Source: an optimization exercise on an open RTL-to-GDS flow (aim: small area and a short achievable clock period). Production flows keep margins and buffers that such runs may drop.
Where RTL was checked, it was by simulation tests only, not by an equivalence proof against the original.
Function not checked in run 4: the RTL went through the layout flow alone.
No activity file was given, so power comes from the tool's default toggle rates.

<file path="flow/design.v">
module spi_ram #(
   parameter int MEM_DEPTH = 256,
   parameter int ADDR_SIZE = 8,
   parameter int AUTO_INC  = 1
) (
   input  logic       clk,
   input  logic       rst_n,
   input  logic [9:0] rx_data,
   input  logic       rx_valid,
   output logic [7:0] tx_data,
   output logic       tx_valid,
   output logic       err,
   output logic [7:0] err_count
);
   typedef enum logic {
      TX_IDLE = 1'b0,
      TX_HOLD = 1'b1
   } tx_state_t;
   localparam logic [1:0] CMD_WR_ADDR = 2'b00;
   localparam logic [1:0] CMD_WR_DATA = 2'b01;
   localparam logic [1:0] CMD_RD_ADDR = 2'b10;
   localparam logic [1:0] CMD_RD_DATA = 2'b11;
   localparam logic [8:0] DEPTH9 = 9'(MEM_DEPTH);
   logic [7:0]           mem [MEM_DEPTH];
   tx_state_t            state;
   logic                 rx_prev;
   logic [ADDR_SIZE-1:0] wr_addr;
   logic [ADDR_SIZE-1:0] rd_addr;
   logic                 wr_ok;
   logic                 rd_ok;
   logic                 accept;
   logic [1:0]           cmd;
   logic [ADDR_SIZE-1:0] addr_in;
   logic                 addr_ok;
   logic [8:0]           wr_inc;
   logic [8:0]           rd_inc;
   logic [ADDR_SIZE-1:0] wr_next;
   logic [ADDR_SIZE-1:0] rd_next;
   logic                 do_write;
   assign accept  = rx_valid & ~rx_prev;
   assign cmd     = rx_data[9:8];
   assign addr_in = rx_data[ADDR_SIZE-1:0];
   assign addr_ok = (9'(addr_in) < DEPTH9);
   assign wr_inc  = 9'(wr_addr) + 9'd1;
   assign rd_inc  = 9'(rd_addr) + 9'd1;
   assign wr_next = (AUTO_INC == 0) ? wr_addr :
                    (wr_inc == DEPTH9) ? '0 : wr_inc[ADDR_SIZE-1:0];
   assign rd_next = (AUTO_INC == 0) ? rd_addr :
                    (rd_inc == DEPTH9) ? '0 : rd_inc[ADDR_SIZE-1:0];
   assign do_write = rst_n & accept & (cmd == CMD_WR_DATA) & wr_ok;
   assign tx_valid = (state == TX_HOLD);
   always_ff @(posedge clk) begin
      if (do_write) begin
         mem[wr_addr] <= rx_data[7:0];
      end
   end
   always_ff @(posedge clk) begin
      if (!rst_n) begin
         state     <= TX_IDLE;
         rx_prev   <= 1'b0;
         tx_data   <= 8'h00;
         err       <= 1'b0;
         err_count <= 8'h00;
         wr_addr   <= '0;
         rd_addr   <= '0;
         wr_ok     <= 1'b0;
         rd_ok     <= 1'b0;
      end else begin
         rx_prev <= rx_valid;
         err     <= 1'b0;
         if (accept) begin
            state <= TX_IDLE;
            case (cmd)
               CMD_WR_ADDR: begin
                  if (addr_ok) begin
                     wr_addr <= addr_in;
                     wr_ok   <= 1'b1;
                  end else begin
                     err <= 1'b1;
                     if (err_count != 8'hFF) err_count <= err_count + 8'd1;
                  end
               end
               CMD_WR_DATA: begin
                  if (wr_ok) begin
                     wr_addr <= wr_next;
                  end else begin
                     err <= 1'b1;
                     if (err_count != 8'hFF) err_count <= err_count + 8'd1;
                  end
               end
               CMD_RD_ADDR: begin
                  if (addr_ok) begin
                     rd_addr <= addr_in;
                     rd_ok   <= 1'b1;
                  end else begin
                     err <= 1'b1;
                     if (err_count != 8'hFF) err_count <= err_count + 8'd1;
                  end
               end
               default: begin
                  if (rd_ok) begin
                     tx_data <= mem[rd_addr];
                     rd_addr <= rd_next;
                     case (state)
                        TX_IDLE: state <= TX_HOLD;
                        default: state <= TX_HOLD;
                     endcase
                  end else begin
                     err <= 1'b1;
                     if (err_count != 8'hFF) err_count <= err_count + 8'd1;
                  end
               end
            endcase
         end
      end
   end
endmodule
</file>
<file path="flow/run.sh">
#!/bin/bash
# synth_recipe.tcl (not shown) runs the flow's synth.tcl, then flattens the netlist and writes it again
# the make line also repeats each setting of config.mk as NAME=value (left out here)
make -C /OpenROAD-flow-scripts/flow DESIGN_CONFIG=/design/flow/config.mk WORK_HOME=/design/flow/orfs CLKGATE_MAP_FILE= SYNTH_SCRIPT=/design/flow/synth_recipe.tcl finish
</file>
<file path="flow/config.mk">
export PLATFORM = sky130hd
export DESIGN_NAME = spi_ram
export DESIGN_NICKNAME = spi_ram
export VERILOG_FILES = /design/flow/design.v
export SDC_FILE = /design/flow/constraint.sdc
export NUM_CORES = 4
export LEC_CHECK = 0
export CAP_MARGIN = 20
export CORE_MARGIN = 2
export CORE_UTILIZATION = 40
export SLEW_MARGIN = 20
</file>
<file path="flow/constraint.sdc">
create_clock -name core_clock -period 4.4 [get_ports {clk}]
set_input_delay 0.8800 -clock core_clock [delete_from_list [all_inputs] [get_ports {clk}]]
set_output_delay 0.8800 -clock core_clock [all_outputs]
set_load 0.01 [all_outputs]
</file>
==> flow_summary.ini, run 1 <==
[status]
outcome = no timing/DRC/antenna violations

[synth]
yosys.area.top_type_share_pct = 75.5
synth_top_area_cell = edfxtp_1
syn-instance-count = 4080
synth.net_count = 4100
synthTopCellsByArea = edfxtp_1 75%, mux4_2 11%, mux2i_1 3.3%
synth.area.mux_share_pct = 14.2
synth_cell_types = 67
number_of_flops_mapped_to_enable_cells_by_yosys = 2048
synth_top_family_by_area = multiplexers
syn_area_per_cell_um2 = 20.0
simple_gate_share_of_the_synthesized_area_pct = 3.11
synth_seq_area_share_pct = 76.4
synth-async-reset-ratio_pct = 0
synth.cell_area_um2 = 81500
yosys_warnings = 1
dominantRegCellSynth = edfxtp_1
synth_adder_area_share_pct = 0.107
synthXorXnorAreaFrac_pct = 0.0645
synth_seq_cells = 2085
synth_compound_area_share_pct = 4.26

[critical_path]
worst_setup_path_start_kind = flip-flop
crit_path_frequent_cell = buf_4
cp_top_family = compound AO/OA/AOI/OAI gates
critical_path_buf_inv_count = 3
critical_path.max_fanout = 33
setup.worst_path.class = reg -> reg
cp-end-kind = flip-flop
worst-endpoint-required_ns = 5.12
critPathArrivalTime_ns = 4.55
crit_chain = buf_12 > buf_4 > mux4_2 > a221oi_1 > o22ai_1 > buf_4 > a211oi_1 > or4_1 > o31ai_1
critical_path.max_stage_delay_ns = 0.86
critical-path-slowest-cell = dfxtp_4

[drt]
vias_per_cell = 5.77
totalWireLength_mm = 216
drc = 0
num_vias = 42664
firstDrtPassIters = 6
detail_route.iter0.violations = 5187
ant_nets = 0
drt-wirelength-per-cell_um = 29.2

[finish]
flow.area_growth_from_synthesis_pct = 16.5
nets = 4572
instances_no_fill = 7400
fin_util_pct = 46.9
post_route_cells_drive_above_1_share_pct = 26.4
post_route_cell_area_um2 = 94900

[clock_tree]
post_cts_buffers = 0
cts.reportedPaths.clkPinSlew_ns = 0.06
cts_hold_buf = 0
cts_tree = done
cts_resized = 0
htree_num_levels = 4
clock_insertion_delay_worst_skew_ns = 0.88
cts_inserted_buffers = 208
clockRootBuffer = clkbuf_16
clkSinkCount = 2085
cts_max_path_buffers = 3

[grt]
grt_use_total_pct = 20.8
antenna_found_initial = 12
grt_pass1_vias = 42517
grt_start_max_net_pins = 142
overflow = 0
grt_first_pass_wirelength_mm = 309

[floorplan]
die_w_um = 455
starting_density_of_the_core_pct = 40.3
design.portCount = 31
die_height_um = 455
floorplan.core_area_um2 = 202000
number_of_standard_cell_rows_in_the_floorplan = 165
die_area_um2 = 207000

[placement]
dpl_cell_area_um2 = 87900
routabilityCongestion = 0.862
detailedPlacementHpwl_mm = 135
port-buffer-count = 30
placed_cells = 7013

[min_path]
holdCritPathClass = in -> reg

[sta]
grt_setup_unrepaired = no
slew_violations = 0
final.period_utilization_pct = 87.1
finalClockSkew_ns = 0.0604
timing_worst_slew_pin_value_ns = 1.12
summed_negative_setup_slack_over_all_endpoints_ns = 0
setup_viol = 0
fin_crit_ns = 3.83
timing.fmax_ghz = 0.261
hold_viol_final = 0
slew_headroom_pct = 25.0

[power_and_ir_drop]
vdd.ir_drop.worst_uv = 442
power.leakage_uw = 0.0292
powerDensity_nw_per_um2 = 438

[job]
drv_cap = 0
==> worst paths after layout <==
| path | startpoint | endpoint | slack (ns) | depth (start not counted) |
|---|---|---|---|---|
| worst min register to register | state$_SDFFE_PN0P_ | state$_SDFFE_PN0P_ | 0.47 | 2 |
| worst max-delay path | rd_addr[0]$_SDFFE_PN0P_ | tx_data[6]$_SDFFE_PN0P_ | 0.57 | 9 |
| worst min-delay path | rx_data[2] | mem[12][2]$_DFFE_PP_ | 0.41 | 1 |
| worst max register to register | rd_addr[0]$_SDFFE_PN0P_ | tx_data[6]$_SDFFE_PN0P_ | 0.57 | 9 |
==> logic make-up after synthesis <==
| group | count (synthesis) |
|---|---|
| DFF | 2085 |
| muxes | 667 |
| and+or+nand+nor | 559 |
| AOI/OAI and AO/OA | 487 |
| buffers and inverters | 269 |
| adders and majority gates | 7 |
| xor gates and xnor gates | 6 |
==> power breakdown <==
group | switching, uW | total (uW) | internal (uW)
Sequential | 31.6 | 21800 | 21800
Clock | 7610 | 18200 | 10600
Combinational | 969 | 1490 | 517
Total | 8610 | 41500 | 32900
==> area by class of cell <==
type | instances | area (um2)
inverter | 9 | 33.8
clock inverter | 135 | 1580
tap | 2672 | 3340
timing repair buffer | 522 | 4420
clock buffer | 250 | 5460
fill | 16746 | 107000
antenna | 1 | 2.50
multi-input combinational | 1726 | 17800
sequential | 2085 | 62300
==> routing by layer <==
metal	vias up	global-route usage (%)	share of wire [%]
met2	1936	32.8	47
met5	-	0	0.018
li1	17877	-	-
met1	22527	29.6	42
met3	318	3.45	7.9
met4	6	6.57	3.0
==> layout by cell type, fill, tap and decap left out, types with 36 or more instances in the layout <==
cell type | Yosys | final
mux4_2 | 387 | 387
clkbuf_16 | 0 | 211
a221oi_1 | 96 | 96
a21oi_1 | 110 | 110
clkinv_1 | 1 | 43
clkbuf_1 | 105 | 36
a22oi_1 | 115 | 115
clkinv_2 | 0 | 42
nor3_1 | 58 | 58
buf_4 | 40 | 461
edfxtp_1 | 2048 | 2048
mux2i_1 | 269 | 269
nand2_1 | 49 | 37
o21ai_0 | 38 | 38
nor2_1 | 312 | 310
==> synthesized netlist by cell type, drive strengths merged (11+ instances only) <==
cell type / count
a21oi: 110
a221o: 11
a221oi: 96
a22o: 17
a22oi: 115
a31oi: 11
buf: 155
clkbuf: 105
dfxtp: 37
edfxtp: 2048
mux2i: 269
mux4: 390
nand2: 49
nand2b: 31
nand3: 25
nor2: 312
nor2b: 21
nor3: 58
nor4: 12
o211ai: 14
o21ai: 39
o22ai: 19
o31ai: 11
==> stage by stage <==
step                      hold WS (ns)  setup slack, ns  total power (uW)
after floorplan                  0.481             1.45             23000
after global placement           0.456            0.218             23700
after detailed placement         0.458            0.127             23700
after CTS                        0.474            0.572             41800
after global routing             0.399            0.448             42600
final                            0.411            0.567             41500
==> sequential cells by signal, indices dropped and copies added (netlist names) <==
signal     flops
wr_ok          1
tx_data        8
rx_prev        1
state          1
rd_addr        8
rd_ok          1
wr_addr        8
err            1
mem         2048
err_count      8
==> run 2: changes to the inputs <==
==> flow/design.v (replaced) <==
module spi_ram #(
   parameter int MEM_DEPTH = 256,
   parameter int ADDR_SIZE = 8,
   parameter int AUTO_INC  = 1
) (
   input  logic       clk,
   input  logic       rst_n,
   input  logic [9:0] rx_data,
   input  logic       rx_valid,
   output logic [7:0] tx_data,
   output logic       tx_valid,
   output logic       err,
   output logic [7:0] err_count
);
   logic [7:0] mem [256];
   logic [7:0] rd_part [4];
   logic       rx_prev;
   logic [7:0] wr_addr;
   logic [7:0] rd_addr;
   logic       wr_ok;
   logic       rd_ok;
   logic       accept;
   logic [1:0] cmd;
   logic       do_write;
   logic       reject;
   assign accept   = rst_n & rx_valid & ~rx_prev;
   assign cmd      = rx_data[9:8];
   assign do_write = accept & (cmd == 2'b01) & wr_ok;
   assign reject   = accept & cmd[0] & ~(cmd[1] ? rd_ok : wr_ok);
   always_ff @(posedge clk) begin
      for (int i = 0; i < 256; i++)
         if (do_write && wr_addr == 8'(i)) mem[i] <= rx_data[7:0];
   end
   always_ff @(posedge clk) begin
      for (int q = 0; q < 4; q++) begin
         logic [7:0] acc;
         acc = 8'h00;
         for (int i = 0; i < 64; i++)
            acc = acc | (mem[q*64+i] & {8{rd_addr[5:0] == 6'(i)}});
         rd_part[q] <= acc;
      end
   end
   always_ff @(posedge clk) begin
      if (!rst_n) begin
         rx_prev   <= 1'b0;
         tx_data   <= 8'h00;
         tx_valid  <= 1'b0;
         err       <= 1'b0;
         err_count <= 8'h00;
         wr_addr   <= 8'h00;
         rd_addr   <= 8'h00;
         wr_ok     <= 1'b0;
         rd_ok     <= 1'b0;
      end else begin
         rx_prev <= rx_valid;
         err     <= reject;
         if (reject && err_count != 8'hFF) err_count <= err_count + 8'd1;
         if (accept) begin
            tx_valid <= 1'b0;
            case (cmd)
               2'b00: begin
                  wr_addr <= rx_data[7:0];
                  wr_ok   <= 1'b1;
               end
               2'b01: begin
                  if (wr_ok) wr_addr <= wr_addr + 8'd1;
               end
               2'b10: begin
                  rd_addr <= rx_data[7:0];
                  rd_ok   <= 1'b1;
               end
               default: begin
                  if (rd_ok) begin
                     tx_data  <= rd_part[rd_addr[7:6]];
                     tx_valid <= 1'b1;
                     rd_addr  <= rd_addr + 8'd1;
                  end
               end
            endcase
         end
      end
   end
endmodule
==> run 2 against run 1 <==
Net effect:
- now fails the layout checks on setup timing
- worst hold slack gained 0.045 ns
- setup slack lost 0.75 ns
- first-iteration DRC count grew 120%
- clock power is essentially flat
- largest power group unchanged
- sequential share of layout area grew 2.8 points
- final cell count grew 4.2%
- highest routed layer unchanged
==> flow_summary.ini, run 2 <==
[status]
outcome = complete, but fails checks
failed_layout_checks = setup timing

[synth]
synthTopCellsByArea = edfxtp_1 79%, a22oi_1 6.8%, nor2_1 1.8%
synth-async-reset-ratio_pct = 0
number_of_flops_mapped_to_enable_cells_by_yosys = 2048
yosys_warnings = 3
synth_cell_types = 71
syn_area_per_cell_um2 = 17.3
synth.net_count = 4506
synth.cell_area_um2 = 77700
synth.cells.most_frequent = 2048 x edfxtp_1, 701 x a22oi_1, 375 x nor2_1
synth_top_area_cell = edfxtp_1
library_cell_with_the_highest_instance_count_after_synthesis = edfxtp_1
yosys.area.top_type_share_pct = 79.2
dominantRegCellSynth = edfxtp_1
synth_seq_cells = 2117
syn-instance-count = 4484
synth_seq_area_share_pct = 81.0

[critical_path]
critical_path.max_stage_delay_ns = 1.02
cp_top_family = simple AND/OR/NAND/NOR gates
reg2reg_path_depth = 7
crit_path_frequent_cell = nand4_1
worst-endpoint-required_ns = 5.08
critical-path-slowest-cell = dfxtp_1
critPathArrivalTime_ns = 5.26
crit_chain = nand3b_1 > nor2_4 > buf_4 > a22oi_1 > nand4_1 > a2111oi_0 > nand4_1
worst-path-stages = 7
worst_setup_path_start_kind = flip-flop
cp-end-kind = flip-flop
critical_path_buf_inv_count = 1
critical_path.max_fanout = 24
setup.worst_path.class = reg -> reg

[grt]
grt_first_pass_wirelength_mm = 446
grt_use_total_pct = 33.7
overflow = 0
grt_pass1_vias = 48355
antenna_found_initial = 32
grt_start_max_net_pins = 132

[clock_tree]
clkSinkCount = 2117
cts_tree = done
cts_resized = 0
clock_insertion_delay_worst_skew_ns = 0.90
cts_inserted_buffers = 209
post_cts_buffers = 0
htree_num_levels = 4
clockRootBuffer = clkbuf_16
cts.reportedPaths.clkPinSlew_ns = 0.06
cts_max_path_buffers = 3
cts_hold_buf = 0

[floorplan]
starting_density_of_the_core_pct = 40.3
design.portCount = 31
number_of_standard_cell_rows_in_the_floorplan = 161
die_area_um2 = 198000
die_height_um = 445
die_w_um = 445
floorplan.core_area_um2 = 193000

[drt]
drc = 0
firstDrtPassIters = 9
ant_nets = 0
num_vias = 53070
totalWireLength_mm = 340
vias_per_cell = 6.88
drt-wirelength-per-cell_um = 44.1
detail_route.iter0.violations = 11417

[power_and_ir_drop]
vdd.ir_drop.worst_uv = 387
power.leakage_uw = 0.0293
powerDensity_nw_per_um2 = 449

[sta]
timing_worst_slew_pin_value_ns = 1.33
slew_headroom_pct = 11.4
worst_slack_ns = -0.181
timing.fmax_ghz = 0.218
setup_viol = 2
hold_viol_final = 0
finalClockSkew_ns = 0.0597
slew_violations = 0
final.period_utilization_pct = 104
fin_crit_ns = 4.58
grt_setup_unrepaired = no

[min_path]
whs_path_depth = 2
holdCritPathClass = reg -> reg

[placement]
routabilityCongestion = 1.01
port-buffer-count = 30
placed_cells = 7295
detailedPlacementHpwl_mm = 220

[finish]
biggestRegsByFlops = mem (2048), rd_part (32)
num-fill-cells = 16051
largest_register_ff_count = 2048
nets = 5003
fin_util_pct = 47.7
commonest_non_fill_non_tap_cells_in_the_layout = 2048 x edfxtp_1, 701 x a22oi_1, 482 x buf_4
instances_no_fill = 7710
flow.area_growth_from_synthesis_pct = 18.5
post_route_cells_drive_above_1_share_pct = 18.3
most_common_cell_after_layout_fill_and_taps_aside = edfxtp_1
largest_register = mem

[job]
drv_cap = 0
[run 2: cell types whose count changed in the layout (fill, tap and decap cells not counted), sizes merged, moves of 114 or more]
cell   before  now
a22o       17  131
a22oi     115  701
mux2i     269   18
mux4      390    8
nand2      49  191
nand4       4  139
[run 2: cell type report]
type / count / area (um2) / area share, %
flip-flops and latches: 2117 / 62900 / 68.3
multi-input cells: 2094 / 14200 / 15.4
clock buffers: 283 / 5760 / 6.26
repair buffers: 548 / 4700 / 5.11
well taps: 2526 / 3160 / 3.43
clock inverters: 112 / 1270 / 1.39
diodes: 19 / 47.5 / 0.0517
inverters: 11 / 41.3 / 0.0449
[run 2: report_power, final]
part	total (uW)	leakage, uW	switching (uW)	internal, uW
logic	786	0.00696	647	138
registers	22200	0.0190	64.0	22100
clock network	18300	0.00340	8070	10200
total	41300	0.0293	8780	32500
[run 2: logic make-up (layout without fill, tap and decap cells)]
group           after synthesis  after routing  synth area share [%]
mux                          38             38                 0.638
buf+inv                     273            954                  1.47
simple gates                939            939                  5.76
fa+ha+maj                     9              9                 0.145
other cells                   0             19                     0
flops                      2117           2117                  81.0
xor+xnor                      5              5                0.0564
compound gates             1103           1103                  11.0
[run 2: worst reg2reg max path, stage by stage (launching register included)]
cell and delay [ns]:
dfxtp_1 1.02, nand3b_1 0.48, nor2_4 0.34, buf_4 0.32, a22oi_1 0.45, nand4_1 0.40, a2111oi_0 1.03, nand4_1 0.33
[run 2: path summary, 6_finish.rpt]
| check | startpoint | slack [ns] | to |
|---|---|---|---|
| worst min register to register | tx_valid$_SDFFE_PN0P_ | 0.46 | tx_valid$_SDFFE_PN0P_ |
| worst max-delay path | rd_addr[4]$_SDFFE_PN0P_ | -0.18 | rd_part[2][5]$_DFF_P_ |
| worst max register to register | rd_addr[4]$_SDFFE_PN0P_ | -0.18 | rd_part[2][5]$_DFF_P_ |
| worst min-delay path | tx_valid$_SDFFE_PN0P_ | 0.46 | tx_valid$_SDFFE_PN0P_ |
[run 2: stage by stage]
step / hold slack (ns) / area (um2) / TNS (ns) / setup WS (ns) / total power (uW)
3_3_place_gp: 0.449 / 84800 / 0 / 0.0617 / 23300
6_report: 0.456 / 92000 / -0.182 / -0.181 / 41300
2_1_floorplan: 0.437 / 77700 / 0 / 1.27 / 22700
3_5_place_dp: 0.452 / 84900 / 0 / 0.0827 / 23300
5_1_grt: 0.457 / 92000 / 0 / 0.0668 / 41900
4_1_cts: 0.428 / 92000 / 0 / 0.104 / 41100
[run 2: routing by layer]
metal  up-vias  track usage (%)  share of wire (%)
li1      19495                -                  -
met1     26589             44.1                 34
met2      5775             47.9                 42
met3      1181             13.1                 17
met4        30             19.3                7.0
met5         -            0.220              0.074
==> run 3: changes to the inputs <==
==> flow/design.v (replaced) <==
module spi_ram_andor8 (
   input  logic [7:0] d,
   input  logic [7:0] s,
   output logic       y
);
   assign y = |(d & s);
endmodule
module spi_ram_or8 (
   input  logic [7:0] a,
   output logic       y
);
   assign y = |a;
endmodule
module spi_ram #(
   parameter int MEM_DEPTH = 256,
   parameter int ADDR_SIZE = 8,
   parameter int AUTO_INC  = 1
) (
   input  logic       clk,
   input  logic       rst_n,
   input  logic [9:0] rx_data,
   input  logic       rx_valid,
   output logic [7:0] tx_data,
   output logic       tx_valid,
   output logic       err,
   output logic [7:0] err_count
);
   logic [7:0] mem [256];
   logic [7:0] rd_part [4];
   logic       rx_prev;
   logic [7:0] wr_addr;
   logic [7:0] rd_addr;
   logic [7:0] rd_lo;       
   logic [7:0] rd_mid;      
   logic       wr_ok;
   logic       rd_ok;
   logic       accept;
   logic [1:0] cmd;
   logic       do_write;
   logic       do_read;
   logic       reject;
   logic       rd_load;
   logic [7:0] rd_next;
   logic [63:0] rsel;
   assign accept   = rst_n & rx_valid & ~rx_prev;
   assign cmd      = rx_data[9:8];
   assign do_write = accept & (cmd == 2'b01) & wr_ok;
   assign do_read  = accept & (cmd == 2'b11) & rd_ok;
   assign reject   = accept & cmd[0] & ~(cmd[1] ? rd_ok : wr_ok);
   assign rd_load  = accept & (cmd == 2'b10);
   assign rd_next  = rd_load ? rx_data[7:0] : rd_addr + 8'd1;
   always_ff @(posedge clk) begin
      for (int i = 0; i < 256; i++)
         if (do_write && wr_addr == 8'(i)) mem[i] <= rx_data[7:0];
   end
   always_comb begin
      for (int j = 0; j < 8; j++)
         for (int k = 0; k < 8; k++)
            rsel[j*8+k] = rd_mid[j] & rd_lo[k];
   end
   for (genvar q = 0; q < 4; q++) begin : g_q
      for (genvar b = 0; b < 8; b++) begin : g_b
         logic [7:0] part;
         for (genvar j = 0; j < 8; j++) begin : g_j
            logic [7:0] d;
            for (genvar k = 0; k < 8; k++) begin : g_k
               assign d[k] = mem[q*64 + j*8 + k][b];
            end
            spi_ram_andor8 u_ao (.d(d), .s(rsel[j*8 +: 8]), .y(part[j]));
         end
         logic y;
         spi_ram_or8 u_or (.a(part), .y(y));
         always_ff @(posedge clk) rd_part[q][b] <= y;
      end
   end
   always_ff @(posedge clk) begin
      if (!rst_n) begin
         rx_prev   <= 1'b0;
         tx_data   <= 8'h00;
         tx_valid  <= 1'b0;
         err       <= 1'b0;
         err_count <= 8'h00;
         wr_addr   <= 8'h00;
         rd_addr   <= 8'h00;
         rd_lo     <= 8'h01;
         rd_mid    <= 8'h01;
         wr_ok     <= 1'b0;
         rd_ok     <= 1'b0;
      end else begin
         rx_prev <= rx_valid;
         err     <= reject;
         if (reject && err_count != 8'hFF) err_count <= err_count + 8'd1;
         if (rd_load || do_read) begin
            rd_addr <= rd_next;
            rd_lo   <= 8'd1 << rd_next[2:0];
            rd_mid  <= 8'd1 << rd_next[5:3];
         end
         if (rd_load) rd_ok <= 1'b1;
         if (do_read) tx_data <= rd_part[rd_addr[7:6]];
         if (accept) tx_valid <= do_read;
         if (accept && cmd == 2'b00) begin
            wr_addr <= rx_data[7:0];
            wr_ok   <= 1'b1;
         end
         if (do_write) wr_addr <= wr_addr + 8'd1;
      end
   end
endmodule
--- a/flow/config.mk
+++ b/flow/config.mk
@@ -10,2 +10,3 @@
 export CORE_UTILIZATION = 40
 export SLEW_MARGIN = 20
+export SYNTH_HIERARCHICAL = 1
==> run 3 against run 2 <==
Net effect:
- now clean on timing, DRC and antenna
- final cell count decreased by 6.8%
- die area decreased by 1.7%
- sequential share of layout area increased by 3.5 points
- fmax increased by 30%
- global-route usage decreased by 12 points
- synthesized area decreased by 1.7%
- critical path depth unchanged
- routed wire length decreased by 36%
- clock skew decreased by 0.027 ns
- largest cell class unchanged
- largest power group unchanged
- highest routed layer unchanged
==> flow_summary.ini, run 3 <==
[status]
outcome = no timing/DRC/antenna violations

[grt]
grt_use_total_pct = 21.9
grt_pass1_vias = 41291
antenna_found_initial = 8
overflow = 0
grt_start_max_net_pins = 123
grt_first_pass_wirelength_mm = 305

[synth]
number_of_flops_mapped_to_enable_cells_by_yosys = 2048
synth_cell_types = 58
synth_seq_cells = 2133
synth_seq_area_share_pct = 82.8
synth_adder_area_share_pct = 0.0984
syn-instance-count = 4138
synthXorXnorAreaFrac_pct = 0.0803
synth.cells.most_frequent = 2048 x edfxtp_1, 1026 x a22oi_1, 289 x nor2_1
yosys.area.top_type_share_pct = 80.6
dominantRegCellSynth = edfxtp_1
simple_gate_share_of_the_synthesized_area_pct = 5.63
synthTopCellsByArea = edfxtp_1 81%, a22oi_1 10%, dfxtp_1 2.2%
synth.net_count = 4157
synth_top_area_cell = edfxtp_1
synth.area.mux_share_pct = 0.408
yosys_warnings = 9
syn_area_per_cell_um2 = 18.4
synth-async-reset-ratio_pct = 0
library_cell_with_the_highest_instance_count_after_synthesis = edfxtp_1
synth_top_family_by_area = compound AO/OA/AOI/OAI gates
synth_compound_area_share_pct = 10.6
synth.cell_area_um2 = 76300

[critical_path]
reg2reg_path_depth = 7
critical_path.reg2reg.startpoint = rd_lo[2]$_SDFFE_PN0P_
crit_chain = and2_1 > buf_4 > a22oi_1 > nand4_1 > nor4_1 > buf_4 > nand2_1
crit_path_frequent_cell = buf_4
r2r_end = rd_part[1][6]$_DFF_P_
cp_top_family = simple AND/OR/NAND/NOR gates
reg2reg_slack_ns = 0.87
critical-path-slowest-cell = nor4_1
critical_path.max_stage_delay_ns = 0.90
cp-end-kind = flip-flop
critical_path.max_fanout = 18
worst-endpoint-required_ns = 5.09
setup.worst_path.class = reg -> reg
critPathArrivalTime_ns = 4.23
worst_setup_path_start_kind = flip-flop
critical_path_buf_inv_count = 2

[drt]
detail_route.iter0.violations = 5992
firstDrtPassIters = 5
drt-wirelength-per-cell_um = 30.1
drc = 0
num_vias = 43089
ant_nets = 0
totalWireLength_mm = 216
vias_per_cell = 6.00

[sta]
slew_violations = 0
finalClockSkew_ns = 0.0323
fin_crit_ns = 3.53
timing_worst_slew_pin_value_ns = 1.17
hold_viol_final = 0
grt_setup_unrepaired = no
summed_negative_setup_slack_over_all_endpoints_ns = 0
timing.fmax_ghz = 0.283
final.period_utilization_pct = 80.3
slew_headroom_pct = 22.0
setup_viol = 0

[floorplan]
die_area_um2 = 194000
number_of_standard_cell_rows_in_the_floorplan = 160
floorplan.core_area_um2 = 190000
die_w_um = 441
die_height_um = 441
design.portCount = 31
starting_density_of_the_core_pct = 40.2

[clock_tree]
cts_inserted_buffers = 200
cts_tree = done
cts_resized = 0
clockRootBuffer = clkbuf_16
cts_hold_buf = 0
clkSinkCount = 2133
htree_num_levels = 4
post_cts_buffers = 0
clock_insertion_delay_worst_skew_ns = 0.84
cts_max_path_buffers = 3
cts.reportedPaths.clkPinSlew_ns = 0.06

[min_path]
hold_path_end = tx_valid$_SDFFE_PN0N_
whs_path_depth = 2
worst_hold_startpoint = tx_valid$_SDFFE_PN0N_
holdCritPathClass = reg -> reg

[finish]
largest_register_ff_count = 2048
largest_register = mem
nets = 4523
instances_no_fill = 7184
most_common_cell_after_layout_fill_and_taps_aside = edfxtp_1
flow.area_growth_from_synthesis_pct = 15.2
post_route_cells_drive_above_1_share_pct = 11.1
commonest_non_fill_non_tap_cells_in_the_layout = 2048 x edfxtp_1, 1026 x a22oi_1, 289 x nor2_1
biggestRegsByFlops = mem (2048), rd_part (32)
num-fill-cells = 15813

[placement]
placed_cells = 6813
port-buffer-count = 30
detailedPlacementHpwl_mm = 137
routabilityCongestion = 0.918

[power_and_ir_drop]
vdd.ir_drop.worst_uv = 337
powerDensity_nw_per_um2 = 464
power.leakage_uw = 0.0266

[job]
drv_cap = 0
## run 3: cells by family (layout without fill, tap and decap cells)
logic type      Yosys count  in the layout
mux                      21             21
compound gates         1094           1094
flops                  2133           2133
other cells               0              2
buf+inv                  56            589
simple gates            821            821
fa+ha+maj                 6              6
xor+xnor                  7              7
## run 3: per-layer routing
| layer | wire, um | vias up | global-route usage, % |
|---|---|---|---|
| met5 | 45 | - | 0 |
| met4 | 9980 | 6 | 9.49 |
| met3 | 20300 | 347 | 3.83 |
| met2 | 99400 | 2343 | 33.7 |
| met1 | 86600 | 22023 | 30.6 |
| li1 | - | 18370 | - |
## run 3: worst max path at each step
stage	from	end	slack (ns)	depth (start not counted)
2_1_floorplan	rx_data[9]	mem[156][0]$_DFFE_PP_	1.65	6
3_3_place_gp	rx_data[9]	mem[140][1]$_DFFE_PP_	0.25	6
3_5_place_dp	rx_data[9]	mem[188][3]$_DFFE_PP_	0.18	6
4_1_cts	rx_data[9]	mem[60][3]$_DFFE_PP_	1.05	6
5_1_grt	rx_data[9]	mem[124][0]$_DFFE_PP_	0.93	6
6_report	rd_lo[2]$_SDFFE_PN0P_	rd_part[1][6]$_DFF_P_	0.87	7
## run 3: metrics by stage
stage | cell area (um2) | hold WS [ns] | util (%) | worst slack [ns] | power [uW]
detailed placement | 81100 | 0.482 | 42.7 | 0.182 | 23300
global placement | 81100 | 0.471 | 42.7 | 0.250 | 23300
CTS | 87900 | 0.492 | 46.3 | 1.05 | 41000
global route | 87900 | 0.526 | 46.3 | 0.926 | 41800
floorplan | 76300 | 0.459 | - | 1.65 | 22800
finish | 87900 | 0.483 | 46.3 | 0.865 | 40800
## run 3: cell type report
cell class / instances / area [um2] / area share, %
tap: 2511 / 3140 / 3.57
multi-input combinational: 1949 / 12900 / 14.6
antenna: 2 / 5.00 / 0.00569
inverter: 8 / 30.0 / 0.0341
clock inverter: 124 / 1510 / 1.72
clock buffer: 245 / 5320 / 6.05
sequential: 2133 / 63200 / 71.9
timing repair buffer: 212 / 1850 / 2.11
## run 3: tightest hold or removal path: stages (launching register included)
cell     delay [ns]
dfxtp_1        0.31
o21ai_0        0.06
a21oi_1        0.06
## run 3: where the power goes
part	internal (uW)	total [uW]	switching (uW)
Combinational	93.3	606	513
Sequential	22200	22300	18.2
Clock	10400	17900	7520
## run 3: per-module statistics from Yosys, one instance, submodules excluded
module	times used	cells inside	cell area (um2)	flip-flops and latches
spi_ram	1	2762	66500	2133
spi_ram_andor8	256	5	36.3	0
spi_ram_or8	32	3	16.3	0
==> run 4: changes to the inputs <==
--- a/flow/design.v
+++ b/flow/design.v
@@ -35,4 +35,7 @@
    logic       wr_ok;
    logic       rd_ok;
+   logic       wr_pend;
+   logic [7:0] wr_data;
+   logic       rd_byp;
    logic       accept;
    logic [1:0] cmd;
@@ -52,5 +55,5 @@
    always_ff @(posedge clk) begin
       for (int i = 0; i < 256; i++)
-         if (do_write && wr_addr == 8'(i)) mem[i] <= rx_data[7:0];
+         if (wr_pend && wr_addr == 8'(i)) mem[i] <= wr_data;
    end
    always_comb begin
@@ -75,5 +78,10 @@
    end
    always_ff @(posedge clk) begin
+      if (accept && cmd == 2'b01) wr_data <= rx_data[7:0];
+      rd_byp <= wr_pend && wr_addr == rd_addr;
+   end
+   always_ff @(posedge clk) begin
       if (!rst_n) begin
+         wr_pend   <= 1'b0;
          rx_prev   <= 1'b0;
          tx_data   <= 8'h00;
@@ -89,4 +97,5 @@
       end else begin
          rx_prev <= rx_valid;
+         wr_pend <= do_write;
          err     <= reject;
          if (reject && err_count != 8'hFF) err_count <= err_count + 8'd1;
@@ -97,5 +106,5 @@
          end
          if (rd_load) rd_ok <= 1'b1;
-         if (do_read) tx_data <= rd_part[rd_addr[7:6]];
+         if (do_read) tx_data <= rd_byp ? wr_data : rd_part[rd_addr[7:6]];
          if (accept) tx_valid <= do_read;
          if (accept && cmd == 2'b00) begin
@@ -103,5 +112,5 @@
             wr_ok   <= 1'b1;
          end
-         if (do_write) wr_addr <= wr_addr + 8'd1;
+         if (wr_pend) wr_addr <= wr_addr + 8'd1;
       end
    end
--- a/flow/config.mk
+++ b/flow/config.mk
@@ -9,4 +9,7 @@
 export CORE_MARGIN = 2
 export CORE_UTILIZATION = 40
+export CTS_CLUSTER_DIAMETER = 100
+export CTS_CLUSTER_SIZE = 30
+export SETUP_SLACK_MARGIN = 2.0
 export SLEW_MARGIN = 20
 export SYNTH_HIERARCHICAL = 1
==> run 4 against run 3 <==
Net effect:
- still clean on timing, DRC and antenna
- count of clock-buffer cells in the layout down 128
- first-iteration DRC count down 0.50%
- non-clock buffer count up 19
- critical path type unchanged
- largest cell class unchanged
- largest power group unchanged
==> flow_summary.ini, run 4 <==
[critical_path]
worst-endpoint-required_ns = 4.85
setup.worst_path.class = reg -> reg
reg2reg_path_depth = 5
worst-path-stages = 5
crit_chain = nor2b_1 > nand3_1 > buf_4 > nor2_1 > buf_4
worst_setup_path_start_kind = flip-flop
reg2reg_slack_ns = 1.87
cp_top_family = simple AND/OR/NAND/NOR gates
crit_path_frequent_cell = buf_4
critical_path.reg2reg.startpoint = wr_addr[4]$_SDFFE_PN0P_
critical_path.max_stage_delay_ns = 0.58
cp-end-kind = flip-flop
critical-path-slowest-cell = dfxtp_2
r2r_end = mem[116][3]$_DFFE_PP_
critical_path.max_fanout = 17
critical_path_buf_inv_count = 2
critPathArrivalTime_ns = 2.98

[floorplan]
floorplan.core_area_um2 = 190000
design.portCount = 31
starting_density_of_the_core_pct = 40.3
die_w_um = 442
die_area_um2 = 195000
number_of_standard_cell_rows_in_the_floorplan = 160
die_height_um = 442

[synth]
yosys_warnings = 9
synth.cell_area_um2 = 76800
synth_seq_area_share_pct = 82.7
dominantRegCellSynth = edfxtp_1
yosys.area.top_type_share_pct = 80.4
synth.net_count = 4198
synth_cell_types = 53
number_of_flops_mapped_to_enable_cells_by_yosys = 2056
synth.cells.most_frequent = 2056 x edfxtp_1, 1024 x a22oi_1, 286 x nor2_1
synth_seq_cells = 2143
synth_top_area_cell = edfxtp_1
synthTopCellsByArea = edfxtp_1 80%, a22oi_1 10%, dfxtp_1 2.3%
syn-instance-count = 4179
synth-async-reset-ratio_pct = 0
syn_area_per_cell_um2 = 18.4
library_cell_with_the_highest_instance_count_after_synthesis = edfxtp_1

[finish]
most_common_cell_after_layout_fill_and_taps_aside = edfxtp_1
largest_register = mem
post_route_cells_drive_above_1_share_pct = 16.0
biggestRegsByFlops = mem (2048), rd_part (32)
fin_util_pct = 45.4
post_route_cell_area_um2 = 86400
nets = 4461
flow.area_growth_from_synthesis_pct = 12.6
commonest_non_fill_non_tap_cells_in_the_layout = 2056 x edfxtp_1, 1005 x a22oi_1, 265 x nand4_1
largest_register_ff_count = 2048

[power_and_ir_drop]
powerDensity_nw_per_um2 = 370
power.switching_uw = 6200
power_report.internal_total_uw = 25800
clock_power_share_pct = 29.9
p_total_uw = 32000
combPwrFrac_pct = 1.0
vdd.ir_drop.worst_uv = 362
power.leakage_uw = 0.0251
seq_power_share_pct = 69.1
switching_share_pct = 19.4

[placement]
dpl_cell_area_um2 = 81400
detailedPlacementHpwl_mm = 131
routabilityCongestion = 0.870
port-buffer-count = 30

[sta]
summed_negative_setup_slack_over_all_endpoints_ns = 0
final.period_utilization_pct = 57.4
slew_headroom_pct = 19.5
setup_viol = 0
slew_violations = 0
fin_crit_ns = 2.53
timing_worst_slew_pin_value_ns = 1.21
grt_setup_unrepaired = yes
timing.fmax_ghz = 0.396
hold_viol_final = 0
finalClockSkew_ns = 0.0483

[clock_tree]
cts_hold_buf = 0
htree_num_levels = 3
clock_insertion_delay_worst_skew_ns = 0.76
cts.reportedPaths.clkPinSlew_ns = 0.11
clkSinkCount = 2143
cts_max_path_buffers = 3
cts_tree = done
cts_inserted_buffers = 82
clockRootBuffer = clkbuf_16

[min_path]
worst_hold_startpoint = tx_valid$_SDFFE_PN0P_
whs_path_depth = 2
holdCritPathClass = reg -> reg
hold_path_end = tx_valid$_SDFFE_PN0P_

[drt]
num_vias = 42538
drc = 0
detail_route.iter0.violations = 5962
drt-wirelength-per-cell_um = 30.3
totalWireLength_mm = 212
firstDrtPassIters = 6
ant_nets = 0
vias_per_cell = 6.08

[grt]
antenna_found_initial = 4
grt_start_max_net_pins = 199
grt_pass1_vias = 40007
grt_first_pass_wirelength_mm = 297
grt_use_total_pct = 20.8
overflow = 0

[job]
drv_cap = 0

[status]
outcome = no timing/DRC/antenna violations
[run 4: cell count changes in the layout (fill, tap and decap cells not counted), moves of 45 or more]
cell / change
nor2_4: +138
nor4_1: -47
and2_4: +53
clkbuf_16: -117
and2_1: -45
nor2_2: +97
nor2_1: -239
[run 4: layer usage]
layer	vias up	global-route usage, %	share of wire [%]
met5	-	0	0
met4	0	6.29	3.5
met3	264	3.15	8.8
met2	1985	33.1	47
met1	22081	29.8	40
li1	18208	-	-
[run 4: area by class of cell]
class / count / area [um2]
tap: 2511 / 3140
fill: 16106 / 104000
inverter: 6 / 22.5
antenna: 2 / 5.00
clock buffer: 117 / 2250
multi-input combinational: 1978 / 15300
clock inverter: 8 / 80.1
sequential: 2143 / 63500
timing repair buffer: 231 / 2130
[run 4: power groups by stage]
stage | sequential [uW] | combinational, uW | clock (uW)
2_1_floorplan | 22600 | 98.9 | 0
3_3_place_gp | 22600 | 289 | 0
3_5_place_dp | 22600 | 293 | 0
4_1_cts | 22100 | 308 | 9700
5_1_grt | 22100 | 332 | 10300
6_report | 22100 | 316 | 9580
[run 4: what timing repair did]
action / CTS / global route
gates cloned: 1 / 9
setup buffers: 5 / 32
setup endpoints to repair: 1965 / 1532
resized for setup: 516 / 150
pin swaps: 52 / 42
[run 4: Yosys stat by module, one instance, submodules excluded]
module,flip-flops and latches,copies in the design
spi_ram_andor8,0,256
spi_ram_or8,0,32
spi_ram,2143,1
[run 4: how the worst max path moves through the flow]
stage,to,slack [ns],start
4_1_cts,mem[157][3]$_DFFE_PP_,1.75,wr_addr[6]$_SDFFE_PN0P_
3_5_place_dp,rd_addr[7]$_SDFFE_PN0P_,0.96,rx_data[9]
6_report,mem[116][3]$_DFFE_PP_,1.87,wr_addr[4]$_SDFFE_PN0P_
3_3_place_gp,rd_part[2][6]$_DFF_P_,0.88,rd_lo[1]$_SDFFE_PN0P_
5_1_grt,mem[180][6]$_DFFE_PP_,1.85,wr_addr[2]$_SDFFE_PN0P_
2_1_floorplan,mem[0][0]$_DFFE_PP_,0.34,wr_data[0]$_DFFE_PP_
[run 4: worst min-delay path: cells and delay by family (launching register included)]
family / cells / cell delay [ns]
AO/OA/AOI/OAI: 1 / 0.06
AND/OR/NAND/NOR: 1 / 0.06
flip-flops: 1 / 0.34
[run 4: cells by family (layout without fill, tap and decap cells)]
group / Yosys count / count (layout) / synth area share [%]
fa+ha+maj: 6 / 6 / 0.0978
compound gates: 1094 / 1094 / 10.7
buf+inv: 66 / 362 / 0.339
flops: 2143 / 2143 / 82.7
xor+xnor: 16 / 16 / 0.183
other cells: 0 / 2 / 0
simple gates: 835 / 843 / 5.64
mux: 19 / 19 / 0.385
[run 4: metrics by stage]
stage | worst slack, ns | std cells | hold slack, ns
floorplan | 0.337 | 4179 | 0.440
global placement | 0.882 | 6822 | 0.465
detailed placement | 0.961 | 6822 | 0.467
CTS | 1.75 | 6953 | 0.487
global route | 1.85 | 6995 | 0.515
finish | 1.87 | 6996 | 0.492

-- static timing again, ports no longer ideal --
The flow's constraints put no driver on any port. The routed layouts listed below were extracted and timed again, unchanged, in two steps.
Step 1 sets driving cells, clkbuf_16 on the clock port and buf_2 on the other inputs (assumed; they add their load-dependent delay and slew).
Step 2, shift: input delay + t, output delay - t, t = (earliest + latest rising clock arrival at the registers) / 2. This alone moves slack from input paths to output paths.
a / b / c = ideal / step 1 / step 2; a / b = the first two.
run | t (ns) | setup WS [ns] | clock arrival spread, ns | worst data-port slew with drivers (ns)
run 1 | 0.939 | 0.567 / 0.567 / 0.050 | 0.066 / 0.066 | 0.10
run 2 | 0.965 | -0.181 / -0.181 / -0.224 | 0.074 / 0.074 | 0.07
run 3 | 0.905 | 0.865 / 0.865 / 0.174 | 0.033 / 0.033 | 0.09
run 4 | 0.817 | 1.873 / 1.873 / 1.403 | 0.050 / 0.049 | 0.05
For run 3, which loses most, drivers alone change the setup slack by 0.000 ns; drivers and shift together by -0.691 ns.
